This is an optimization exercise on Yosys and OpenROAD, whose aim is small area and a short achievable clock period, not a production implementation.
The RTL was checked by simulation tests, not by an equivalence proof against the original design.
Power is estimated from default activity; no workload was simulated.

==> flow/design.v <==
module chan_reload_streamer #(
  parameter int FIFO_AW = 6,
  parameter int DATA_W  = 32
) (
  input  logic              user_clk,
  input  logic              user_rstn,
  input  logic [DATA_W-1:0] cfg_reload_data,
  input  logic              cfg_reload_update,
  input  logic              cfg_reload_last,
  input  logic              cfg_chan_reset,
  output logic [DATA_W-1:0] m_axis_reload_tdata,
  output logic              m_axis_reload_tvalid,
  output logic              m_axis_reload_tlast,
  input  logic              m_axis_reload_tready,
  output logic [7:0]        m_axis_config_tdata,
  output logic              m_axis_config_tvalid,
  input  logic              m_axis_config_tready,
  output logic              status_reload_overflow,
  output logic              status_reload_busy,
  output logic [15:0]       status_frames_done
);
  localparam int DEPTH = 1 << FIFO_AW;
  localparam int W     = DATA_W + 1;
  logic [W-1:0]       r_mem [DEPTH];
  logic [W-1:0]       r_sd;           
  logic               r_sv;           
  logic [7:0]         r_whi;          
  logic [7:0]         r_wlo;          
  logic [FIFO_AW:0]   r_wc;           
  logic [FIFO_AW:0]   r_rc;           
  logic [FIFO_AW:0]   r_pin;          
  logic [FIFO_AW:0]   r_pout;         
  logic [DEPTH-1:0]   r_rsel;         
  logic               r_full;         
  logic               r_busy;         
  logic               r_pnz;          
  logic               r_pge2;         
  logic               r_upd_q;
  logic               r_ovf;
  logic [15:0]        r_fd;
  logic               r_tv;
  logic               r_tl;
  logic [DATA_W-1:0]  r_td;
  logic             w_push_req;
  logic             w_push;
  logic             w_hs;
  logic             w_hs_last;
  logic             w_hold;
  logic             w_adv;
  logic             w_pinc;
  logic [FIFO_AW:0] w_cnt;
  logic [FIFO_AW:0] w_pend;
  logic             w_cnt_eq1;
  logic             w_cnt_ge2;
  logic             w_cnt_eq63;
  logic             w_pend_ge3;
  logic [W-1:0]     w_rd;
  assign w_push_req = cfg_reload_update & ~r_upd_q & ~cfg_chan_reset;
  assign w_push     = w_push_req & ~r_full;
  assign w_hs       = r_tv & m_axis_reload_tready;
  assign w_hs_last  = w_hs & r_tl;
  assign w_hold     = r_tv & ~m_axis_reload_tready;
  assign w_pinc     = r_sv & r_sd[DATA_W];
  assign w_adv      = r_tv ? (~r_tl | r_pge2) : r_pnz;
  assign w_cnt      = r_wc - r_rc;
  assign w_pend     = r_pin - r_pout;
  assign w_cnt_eq1  = (w_cnt == FIFO_AW'(1));
  assign w_cnt_ge2  = (w_cnt[FIFO_AW:1] != '0);
  assign w_cnt_eq63 = (w_cnt == (FIFO_AW + 1)'(DEPTH - 1));
  assign w_pend_ge3 = (w_pend > (FIFO_AW + 1)'(2));
  always_comb begin
    w_rd = '0;
    for (int i = 0; i < DEPTH; i++)
      w_rd = w_rd | (r_mem[i] & {W{r_rsel[i]}});
  end
  always_ff @(posedge user_clk) begin
    r_sd  <= {cfg_reload_last, cfg_reload_data};
    r_wlo <= 8'(1) << r_wc[2:0];
    for (int i = 0; i < DEPTH; i++)
      if (r_whi[i / 8] && r_wlo[i % 8]) r_mem[i] <= r_sd;
  end
  always_ff @(posedge user_clk or negedge user_rstn) begin
    if (!user_rstn) begin
      r_sv    <= 1'b0;
      r_whi   <= '0;
      r_wc    <= '0;
      r_rc    <= '0;
      r_pin   <= '0;
      r_pout  <= '0;
      r_rsel  <= DEPTH'(1);
      r_full  <= 1'b0;
      r_busy  <= 1'b0;
      r_pnz   <= 1'b0;
      r_pge2  <= 1'b0;
      r_upd_q <= 1'b0;
      r_ovf   <= 1'b0;
      r_fd    <= '0;
      r_tv    <= 1'b0;
      r_tl    <= 1'b0;
      r_td    <= '0;
    end else begin
      r_upd_q <= cfg_reload_update;
      r_sv    <= w_push;
      r_whi   <= w_push ? 8'(1) << r_wc[5:3] : 8'd0;
      if (w_hs_last) r_fd <= r_fd + 16'd1;
      if (cfg_chan_reset) begin
        r_wc   <= '0;
        r_rc   <= '0;
        r_pin  <= '0;
        r_pout <= '0;
        r_rsel <= DEPTH'(1);
        r_full <= 1'b0;
        r_busy <= 1'b0;
        r_pnz  <= 1'b0;
        r_pge2 <= 1'b0;
        r_ovf  <= 1'b0;
        r_tv   <= 1'b0;
        r_tl   <= 1'b0;
        r_td   <= '0;
      end else begin
        if (w_push_req && r_full) r_ovf <= 1'b1;
        if (w_push) r_wc <= r_wc + 1'b1;
        if (w_hs) r_rc <= r_rc + 1'b1;
        if (w_pinc) r_pin <= r_pin + 1'b1;
        if (w_hs_last) r_pout <= r_pout + 1'b1;
        r_full <= ~w_hs & (r_full | (w_push & w_cnt_eq63));
        r_busy <= w_push | w_cnt_ge2 | (w_cnt_eq1 & ~w_hs);
        r_pnz  <= w_pinc | (w_hs_last ? r_pge2 : r_pnz);
        r_pge2 <= w_pinc ? (w_hs_last ? r_pge2 : r_pnz) : (w_hs_last ? w_pend_ge3 : r_pge2);
        if (!w_hold) begin
          r_tv <= w_adv;
          if (w_adv) begin
            r_rsel <= {r_rsel[DEPTH-2:0], r_rsel[DEPTH-1]};
            {r_tl, r_td} <= w_rd;
          end else begin
            {r_tl, r_td} <= '0;
          end
        end
      end
    end
  end
  assign m_axis_reload_tdata    = r_td;
  assign m_axis_reload_tvalid   = r_tv;
  assign m_axis_reload_tlast    = r_tl;
  assign m_axis_config_tdata    = 8'h00;
  assign m_axis_config_tvalid   = 1'b0;
  assign status_reload_overflow = r_ovf;
  assign status_reload_busy     = r_busy;
  assign status_frames_done     = r_fd;
  logic w_unused_cfg_tready;
  assign w_unused_cfg_tready = m_axis_config_tready;
endmodule
export LEC_CHECK = 0
export CAP_MARGIN = 20
export CORE_MARGIN = 2
export CORE_UTILIZATION = 45
export CTS_CLUSTER_DIAMETER = 60
export CTS_CLUSTER_SIZE = 30
export PLACE_DENSITY = 0.6
export SETUP_SLACK_MARGIN = 3.2
export SLEW_MARGIN = 20
create_clock -name core_clock -period 5.8 [get_ports {user_clk}]
standard.sh (not shown) runs the stock make flow with config.mk's settings and CLKGATE_MAP_FILE= SYNTH_SCRIPT=/design/flow/synth_recipe.tcl, a recipe that flattens the netlist after the stock synthesis.
==> flow/flow/run.sh <==
#!/bin/bash
# The standard layout, with the clock tree built without dummy balancing loads.
set -euo pipefail
export CTS_ARGS="-sink_clustering_enable -repair_clock_nets -sink_clustering_size 30 -sink_clustering_max_diameter 60 -dont_use_dummy_load"
bash standard.sh > standard_flow.log 2>&1
The first run went through all stages and came out clean.
Testbench counts at the start, summed over its fixed seeds: drain cycles 8,517.
Edit:
--- a/flow/design.v
+++ b/flow/design.v
@@ -31,6 +31,14 @@
   logic [FIFO_AW:0]   r_pin;          
   logic [FIFO_AW:0]   r_pout;         
   logic [DEPTH-1:0]   r_rsel;         
+  logic [FIFO_AW:0]   r_nw;           
+  logic [FIFO_AW:0]   r_nf;           
+  logic [W-1:0]       r_rd0;          
+  logic [W-1:0]       r_rd1;          
+  logic [W-1:0]       w_rdr;
+  logic               r_rdv;          
+  logic [W-1:0]       r_sk;           
+  logic               r_skv;
   logic               r_full;         
   logic               r_busy;         
   logic               r_pnz;          
@@ -47,6 +55,9 @@
   logic             w_hs_last;
   logic             w_hold;
   logic             w_adv;
+  logic             w_take;
+  logic             w_fetch;
+  logic [W-1:0]     w_head;
   logic             w_pinc;
   logic [FIFO_AW:0] w_cnt;
   logic [FIFO_AW:0] w_pend;
@@ -54,14 +65,18 @@
   logic             w_cnt_ge2;
   logic             w_cnt_eq63;
   logic             w_pend_ge3;
-  logic [W-1:0]     w_rd;
+  logic [W-1:0]     w_rd0;
+  logic [W-1:0]     w_rd1;
   assign w_push_req = cfg_reload_update & ~r_upd_q & ~cfg_chan_reset;
   assign w_push     = w_push_req & ~r_full;
   assign w_hs       = r_tv & m_axis_reload_tready;
   assign w_hs_last  = w_hs & r_tl;
   assign w_hold     = r_tv & ~m_axis_reload_tready;
   assign w_pinc     = r_sv & r_sd[DATA_W];
-  assign w_adv      = r_tv ? (~r_tl | r_pge2) : r_pnz;
+  assign w_adv      = (r_tv ? (~r_tl | r_pge2) : r_pnz) & (r_skv | r_rdv);
+  assign w_take     = ~w_hold & w_adv;
+  assign w_head     = r_skv ? r_sk : w_rdr;
+  assign w_fetch    = (r_nw != r_nf) & ~(r_skv ? ~w_take : (r_rdv & ~w_take));
   assign w_cnt      = r_wc - r_rc;
   assign w_pend     = r_pin - r_pout;
   assign w_cnt_eq1  = (w_cnt == FIFO_AW'(1));
@@ -69,13 +84,20 @@
   assign w_cnt_eq63 = (w_cnt == (FIFO_AW + 1)'(DEPTH - 1));
   assign w_pend_ge3 = (w_pend > (FIFO_AW + 1)'(2));
   always_comb begin
-    w_rd = '0;
-    for (int i = 0; i < DEPTH; i++)
-      w_rd = w_rd | (r_mem[i] & {W{r_rsel[i]}});
+    w_rd0 = '0;
+    w_rd1 = '0;
+    for (int i = 0; i < DEPTH / 2; i++) begin
+      w_rd0 = w_rd0 | (r_mem[i] & {W{r_rsel[i]}});
+      w_rd1 = w_rd1 | (r_mem[i + DEPTH / 2] & {W{r_rsel[i + DEPTH / 2]}});
+    end
   end
+  assign w_rdr = r_rd0 | r_rd1;
   always_ff @(posedge user_clk) begin
     r_sd  <= {cfg_reload_last, cfg_reload_data};
     r_wlo <= 8'(1) << r_wc[2:0];
+    r_rd0 <= w_rd0;
+    r_rd1 <= w_rd1;
+    if (!r_skv) r_sk <= w_rdr;
     for (int i = 0; i < DEPTH; i++)
       if (r_whi[i / 8] && r_wlo[i % 8]) r_mem[i] <= r_sd;
   end
@@ -88,6 +110,10 @@
       r_pin   <= '0;
       r_pout  <= '0;
       r_rsel  <= DEPTH'(1);
+      r_nw    <= '0;
+      r_nf    <= '0;
+      r_rdv   <= 1'b0;
+      r_skv   <= 1'b0;
       r_full  <= 1'b0;
       r_busy  <= 1'b0;
       r_pnz   <= 1'b0;
@@ -109,6 +135,10 @@
         r_pin  <= '0;
         r_pout <= '0;
         r_rsel <= DEPTH'(1);
+        r_nw   <= '0;
+        r_nf   <= '0;
+        r_rdv  <= 1'b0;
+        r_skv  <= 1'b0;
         r_full <= 1'b0;
         r_busy <= 1'b0;
         r_pnz  <= 1'b0;
@@ -122,6 +152,13 @@
         if (w_push) r_wc <= r_wc + 1'b1;
         if (w_hs) r_rc <= r_rc + 1'b1;
         if (w_pinc) r_pin <= r_pin + 1'b1;
+        if (r_sv) r_nw <= r_nw + 1'b1;
+        if (w_fetch) begin
+          r_nf   <= r_nf + 1'b1;
+          r_rsel <= {r_rsel[DEPTH-2:0], r_rsel[DEPTH-1]};
+        end
+        r_rdv <= w_fetch;
+        r_skv <= r_skv ? ~w_take : (r_rdv & ~w_take);
         if (w_hs_last) r_pout <= r_pout + 1'b1;
         r_full <= ~w_hs & (r_full | (w_push & w_cnt_eq63));
         r_busy <= w_push | w_cnt_ge2 | (w_cnt_eq1 & ~w_hs);
@@ -130,8 +167,7 @@
         if (!w_hold) begin
           r_tv <= w_adv;
           if (w_adv) begin
-            r_rsel <= {r_rsel[DEPTH-2:0], r_rsel[DEPTH-1]};
-            {r_tl, r_td} <= w_rd;
+            {r_tl, r_td} <= w_head;
           end else begin
             {r_tl, r_td} <= '0;
           end
Outcome: Cell area climbs by 1.0%. Setup slack gains 110 ps. Total power climbs by about 7%. Area after synthesis climbs by about 2.5%. Routed wire length drops by 16%. Final cell count climbs by about 4.7%. Utilization drops by 0.71 points. Die area climbs by 2.4%.
Testbench counts after the change, summed over its fixed seeds: drain cycles 8,517.

## re-timing with driven ports
Ports are ideal in the flow. The routed layouts listed here were re-timed in OpenROAD. Step 1 sets driving cells, clkbuf_16 on the clock port and buf_2 on the other inputs (assumed; they add their load-dependent delay and slew). Step 2 times the ports against the registers' clock, not the clock port: input delays grow and output delays shrink by t, the midpoint of the rising clock arrivals with the driver on. Slacks: no drivers / after step 1 / after step 2; pairs: no drivers / after step 1.
| run | shift t [ns] | setup WS [ns] | latest minus earliest clock arrival (ns) |
|---|---|---|---|
| the first run | 0.909 | 3.128 / 3.107 / 2.387 | 0.138 / 0.138 |
| the second run | 0.863 | 3.235 / 3.153 / 2.565 | 0.111 / 0.111 |
After both steps setup and hold are still met in every run listed. For the first run, which loses most, drivers alone change the setup slack by -0.021 ns; drivers and shift together by -0.741 ns.
